From an optimization exercise on the open Yosys and OpenROAD flow, aimed at small area, a short achievable clock period and few clock cycles; shortcuts taken in it are not production practice.
Where RTL was checked, it was by simulation tests only, not by an equivalence proof against the original.
No activity file was given, so power comes from the tool's default toggle rates.

Setup of run 1:
Design tri_raster_seq, start of the top module:
module tri_raster_seq #(
    parameter int CW = 12
) (
    input  logic            clk,
    input  logic            rst,
    input  logic            tri_valid,
    output logic            tri_ready,
    input  logic [CW-1:0]   ptAX,
    input  logic [CW-1:0]   ptAY,
    input  logic [CW-1:0]   ptBX,
    input  logic [CW-1:0]   ptBY,
    input  logic [CW-1:0]   pt3X,
    input  logic [CW-1:0]   pt3Y,
    output logic            pix_valid,
    input  logic            pix_ready,
    output logic [CW-1:0]   pix_x,
    output logic [CW-1:0]   pix_y,
    output logic            done,
    output logic [2*CW:0]   pix_count
);
    logic          v_loaded;                  
    logic          v_new, v_new2;             
    logic [CW-1:0] pax, pay, pbx, pby, pcx, pcy;   
    logic [2:0]    ts, ms, bs;                
    logic [CW-1:0] tx, ty, mx, my, bx, by;    
    logic          v_even;                    
    logic          v_flat, v_horiz;           
    logic          w_act, w_first, w_pendT, w_atM, w_last, w_lil;
    logic [CW-1:0] w_y;
    logic [CW-1:0] xl_q, xs_q;                
    logic signed [CW:0] rl_q, rs_q;           
    logic [CW-1:0] nul_q, nus_q;              
    logic          dnl_q, dns_q;              
    logic [CW-1:0] dyl_q, dys_q;              
    logic          e_valid, e_last;
    logic [CW-1:0] e_x, e_r, e_y;
    logic          done_q, neg_pend;
    logic [2*CW:0] cnt_q;
    logic [2*CW-1:0] ka, kb, kc;
    logic ab_q, bc_q, ac_q, eab_q, ebc_q, eac_q, cv_q;
    logic [2:0] s_ts, s_ms, s_bs;
    logic s_even, s_flat, s_horiz;
    always_comb begin
        ka = {ptAY, ptAX};
        kb = {ptBY, ptBX};
        kc = {pt3Y, pt3X};
        if (ab_q && bc_q) begin
            s_ts = 3'b001; s_ms = 3'b010; s_bs = 3'b100; s_even = 1'b1; s_flat = eab_q; s_horiz = eac_q;
        end else if (ab_q && ac_q) begin
  ...
==> flow/config.mk <==
export PLATFORM = sky130hd
export DESIGN_NAME = tri_raster_seq
export DESIGN_NICKNAME = tri_raster_seq
export VERILOG_FILES = /design/flow/design.v
export SDC_FILE = /design/flow/constraint.sdc
export NUM_CORES = 4
export LEC_CHECK = 0
export CAP_MARGIN = 20
export CORE_MARGIN = 2
export CORE_UTILIZATION = 40
export PLACE_DENSITY = 0.6
export SLEW_MARGIN = 20
==> flow/constraint.sdc <==
create_clock -name core_clock -period 11.0 [get_ports {clk}]
set_input_delay 2.2000 -clock core_clock [delete_from_list [all_inputs] [get_ports {clk}]]
set_output_delay 2.2000 -clock core_clock [all_outputs]
set_load 0.01 [all_outputs]
standard.sh (not shown) runs the stock make flow with config.mk's settings and CLKGATE_MAP_FILE= SYNTH_SCRIPT=/design/flow/synth_recipe.tcl, a recipe that flattens the netlist after the stock synthesis.
==> flow/flow/run.sh <==
#!/bin/bash
# The standard layout, with repair_timing aiming for extra setup slack and the smallest
# buffer cell on the ports (the clock period and the constraints stay the design's).
# make's output goes to standard.log; each ORFS step keeps its own log under orfs/logs.
bash standard.sh SETUP_SLACK_MARGIN=7 ABC_AREA=1 CORE_UTILIZATION=52 PLACE_DENSITY=0.68 'BUFFER_PORTS_ARGS=-buffer_cell sky130_fd_sc_hd__buf_1' finish > standard.log 2>&1
Testbench counts of run 1, summed over its fixed seeds: cycles 26,927.
[inputs] run 2 vs run 1
==> flow/flow/run.sh <==
#!/bin/bash
# The standard layout, with repair_timing aiming for extra setup slack and the smallest
# buffer cell on the ports (the clock period and the constraints stay the design's).
# make's output goes to standard.log; each ORFS step keeps its own log under orfs/logs.
bash standard.sh SETUP_SLACK_MARGIN=7 ABC_AREA=1 'BUFFER_PORTS_ARGS=-buffer_cell sky130_fd_sc_hd__buf_1' finish > standard.log 2>&1
## What came out
- Wire length on met1 for run 2 is higher than for run 1.
- Timing, DRC, antenna: 0 failures across run 1 and run 2
- Diff run 1..run 2 | global-route congestion overflow total | unchanged
- The number of clock-tree buffers in the layout in run 2 sits 11 above the value recorded for run 1.
- Across both runs, global-route wire length before repair was higher for run 2 than for run 1.
- Taking run 1 as the reference, in run 2 post-synthesis to final-layout area growth went up; sequential share of layout area went down.
[inputs] run 3 vs run 2
--- a/flow/flow/run.sh
+++ b/flow/flow/run.sh
@@ -4,2 +4,2 @@
 # make's output goes to standard.log; each ORFS step keeps its own log under orfs/logs.
-bash standard.sh SETUP_SLACK_MARGIN=7 ABC_AREA=1 'BUFFER_PORTS_ARGS=-buffer_cell sky130_fd_sc_hd__buf_1' finish > standard.log 2>&1
+bash standard.sh SETUP_SLACK_MARGIN=7.5 ABC_AREA=1 'BUFFER_PORTS_ARGS=-buffer_cell sky130_fd_sc_hd__buf_1' finish > standard.log 2>&1
### Flow results
- Data arrival at the endpoint of the critical path came out lower on run 3 than on run 2.
- Run 3 — final clock period utilization by the worst path 1.3 points lower, run 2 as reference
- Run 3 vs. run 2: met2 routing resource usage after global routing saw little to no change; number of buffers other than clock buffers in the final layout increased by about 25% relative to the old numbers.
- Post-route worst hold slack delta (run 3 -> run 2): insignificant
- ~same inverter count in run 2 and run 3
- Count of clock-buffer cells in the layout, run 2 and run 3, higher one = run 2.
diff inputs: run 3 => run 4
--- a/flow/flow/run.sh
+++ b/flow/flow/run.sh
@@ -4,2 +4,2 @@
 # make's output goes to standard.log; each ORFS step keeps its own log under orfs/logs.
-bash standard.sh SETUP_SLACK_MARGIN=7.5 ABC_AREA=1 'BUFFER_PORTS_ARGS=-buffer_cell sky130_fd_sc_hd__buf_1' finish > standard.log 2>&1
+bash standard.sh SETUP_SLACK_MARGIN=8 ABC_AREA=1 'BUFFER_PORTS_ARGS=-buffer_cell sky130_fd_sc_hd__buf_1' finish > standard.log 2>&1
## What came out
Run 3 → run 4: hold slack grew by 0.016 ns, worst-case setup slack after placement grew by 0.26 ns, area of the die held steady. Compared run 4 against run 3; number of antenna violations at the first check in global routing within noise. Diff run 3 -> run 4: wire length of the first global-routing pass went up by 6.2%; fraction of the core area covered by cells at the end of the flow went up by 7.9 points.
Input changes introduced in run 5 (baseline for comparison: run 4):
--- a/flow/flow/run.sh
+++ b/flow/flow/run.sh
@@ -4,2 +4,2 @@
 # make's output goes to standard.log; each ORFS step keeps its own log under orfs/logs.
-bash standard.sh SETUP_SLACK_MARGIN=8 ABC_AREA=1 'BUFFER_PORTS_ARGS=-buffer_cell sky130_fd_sc_hd__buf_1' finish > standard.log 2>&1
+bash standard.sh SETUP_SLACK_MARGIN=7 'BUFFER_PORTS_ARGS=-buffer_cell sky130_fd_sc_hd__buf_1' finish > standard.log 2>&1
Notes after the runs:
Run 5 closes out successfully: all stages finished, all timing, DRC and antenna checks passed.
Run 5: utilization after layout is 8.5 points lower than what run 4 reported.
Relative to run 4, the horizontal die dimension measured on run 5 has decreased slightly.
Run 5 vs. run 4: post-synthesis compound-gate area fraction moved up, clock share of power now larger, synthesized cell count went down, peak per-stage delay on the critical path down 0.06 ns, final cell count fell 21%.
Total wire length after detailed routing down 15% in run 5 wrt run 4
Run 4 was larger in final cell area than run 5.

========
Another version of the RTL of tri_raster_seq (not shown whole).
Size in the first run: roughly 280 flip-flops, about 130 I/O pins, ~21000 um^2 of cells after synthesis.
clock: 11.0 ns
lec_check: 0
cap_margin: 20
core_margin: 2
core_utilization: 40
place_density: 0.6
slew_margin: 20
==> flow/flow/run.sh <==
#!/bin/bash
# The standard layout, with repair_timing aiming for extra setup slack
# (the clock period and the constraints stay the design's). make's output goes to standard.log;
# each ORFS step keeps its own log under orfs/logs.
bash standard.sh SETUP_SLACK_MARGIN=7 finish > standard.log 2>&1
The starting point finished clean.
==> next run, changes <==
==> flow/flow/run.sh (replaced) <==
#!/bin/bash
# The standard layout, with repair_timing aiming for extra setup slack
# (the clock period and the constraints stay the design's). make's output goes to standard.log;
# each ORFS step keeps its own log under orfs/logs.
bash standard.sh SETUP_SLACK_MARGIN=8 finish > standard.log 2>&1
Effect: The new run completed without violations; via count rises by 11%; area after synthesis stays the same; worst hold slack is about the same.
No run of this note included a check of the RTL's function; only the layout flow was run.

========
Another version of the RTL of tri_raster_seq (not shown whole).
For scale: ~280 flip-flops, ~130 I/O pins, ~0.021 mm2 of cells after synthesis.
clock: 11.0 ns
lec_check: 0
cap_margin: 20
core_margin: 2
core_utilization: 40
place_density: 0.6
slew_margin: 20
==> flow/flow/run.sh <==
#!/bin/bash
# The standard layout, with repair_timing aiming for extra setup slack and the smallest
# buffer cell on the ports (the clock period and the constraints stay the design's).
# make's output goes to standard.log; each ORFS step keeps its own log under orfs/logs.
bash standard.sh SETUP_SLACK_MARGIN=7.25 ABC_AREA=1 'BUFFER_PORTS_ARGS=-buffer_cell sky130_fd_sc_hd__buf_1' finish > standard.log 2>&1
Testbench counts at the start, summed over its fixed seeds: cycles 26,927.
==> next run, changes <==
==> flow/flow/run.sh (replaced) <==
#!/bin/bash
# The standard layout, with repair_timing aiming for extra setup slack and the smallest
# buffer cell on the ports (the clock period and the constraints stay the design's).
# make's output goes to standard.log; each ORFS step keeps its own log under orfs/logs.
bash standard.sh SETUP_SLACK_MARGIN=7.5 ABC_AREA=1 'BUFFER_PORTS_ARGS=-buffer_cell sky130_fd_sc_hd__buf_1' finish > standard.log 2>&1
Result: The new run completed with no timing, DRC or antenna violations; total power increases by 3.7%; hold slack is worse by 0.0093 ns; combinational power increases by about 8%; synthesized area is unchanged; design area increases by about 2.5%; global-route usage increases by 0.14 points; synthesized cell count is unchanged; sequential share of layout area decreases by 0.80 points; cell count increases by 1.0%; die area does not change.
==> next run, changes <==
==> flow/flow/run.sh (replaced) <==
#!/bin/bash
# The standard layout, with repair_timing aiming for extra setup slack and the smallest
# buffer cell on the ports (the clock period and the constraints stay the design's).
# make's output goes to standard.log; each ORFS step keeps its own log under orfs/logs.
bash standard.sh SETUP_SLACK_MARGIN=7.75 ABC_AREA=1 'BUFFER_PORTS_ARGS=-buffer_cell sky130_fd_sc_hd__buf_1' finish > standard.log 2>&1
=> Final area grows by 7.3%. Combinational power grows by 9.6%. Global-route usage grows by 1.0 points. Core utilization grows by 3.4 points. Register-to-register slack gains 0.18 ns. Critical path depth shrinks by 7.

==> what the ideal ports hide <==
In the flow no input, the clock included, has a driving cell. The finished layouts below were timed again as built, in two steps.
Step 1 assumes that a clkbuf_16 drives the clock port and a buf_2 every other input.
Step 2 moves the port delays by t, midway between the first and last clock arrival at a register: inputs arrive t later, outputs are due t later. That takes back most of the time a late clock gives input paths.
Slacks: ideal / step 1 / step 2; pairs: ideal / step 1.
run | t, ns | slack for setup (ns) | worst setup path after step 2 | cell pins on the clock port's net
run 1 | 0.639 | 7.081 / 7.025 / 6.694 | input to register | 1
run 2 | 0.613 | 7.189 / 7.134 / 6.704 | input to register | 1
run 3 | 0.608 | 7.327 / 7.269 / 7.017 | input to register | 1
run 4 | 0.616 | 7.291 / 7.227 / 7.097 | input to register | 1
run 5 | 0.603 | 7.063 / 7.004 / 6.556 | input to register | 1
the first run of note 2 | 0.611 | 7.057 / 7.033 / 6.497 | input to register | 1
the second run of note 2 | 0.623 | 7.195 / 7.157 / 6.581 | input to register | 1
the first run of note 3 | 0.595 | 7.384 / 7.395 / 6.822 | input to register | 1
the second run of note 3 | 0.605 | 7.536 / 7.514 / 6.920 | input to register | 1
the third run of note 3 | 0.597 | 7.664 / 7.621 / 7.057 | input to register | 1
After both steps setup and hold are still met in every run listed. The setup slack of the second run of note 3, which loses most, moves by -0.022 ns with the drivers and by -0.616 ns with both steps.
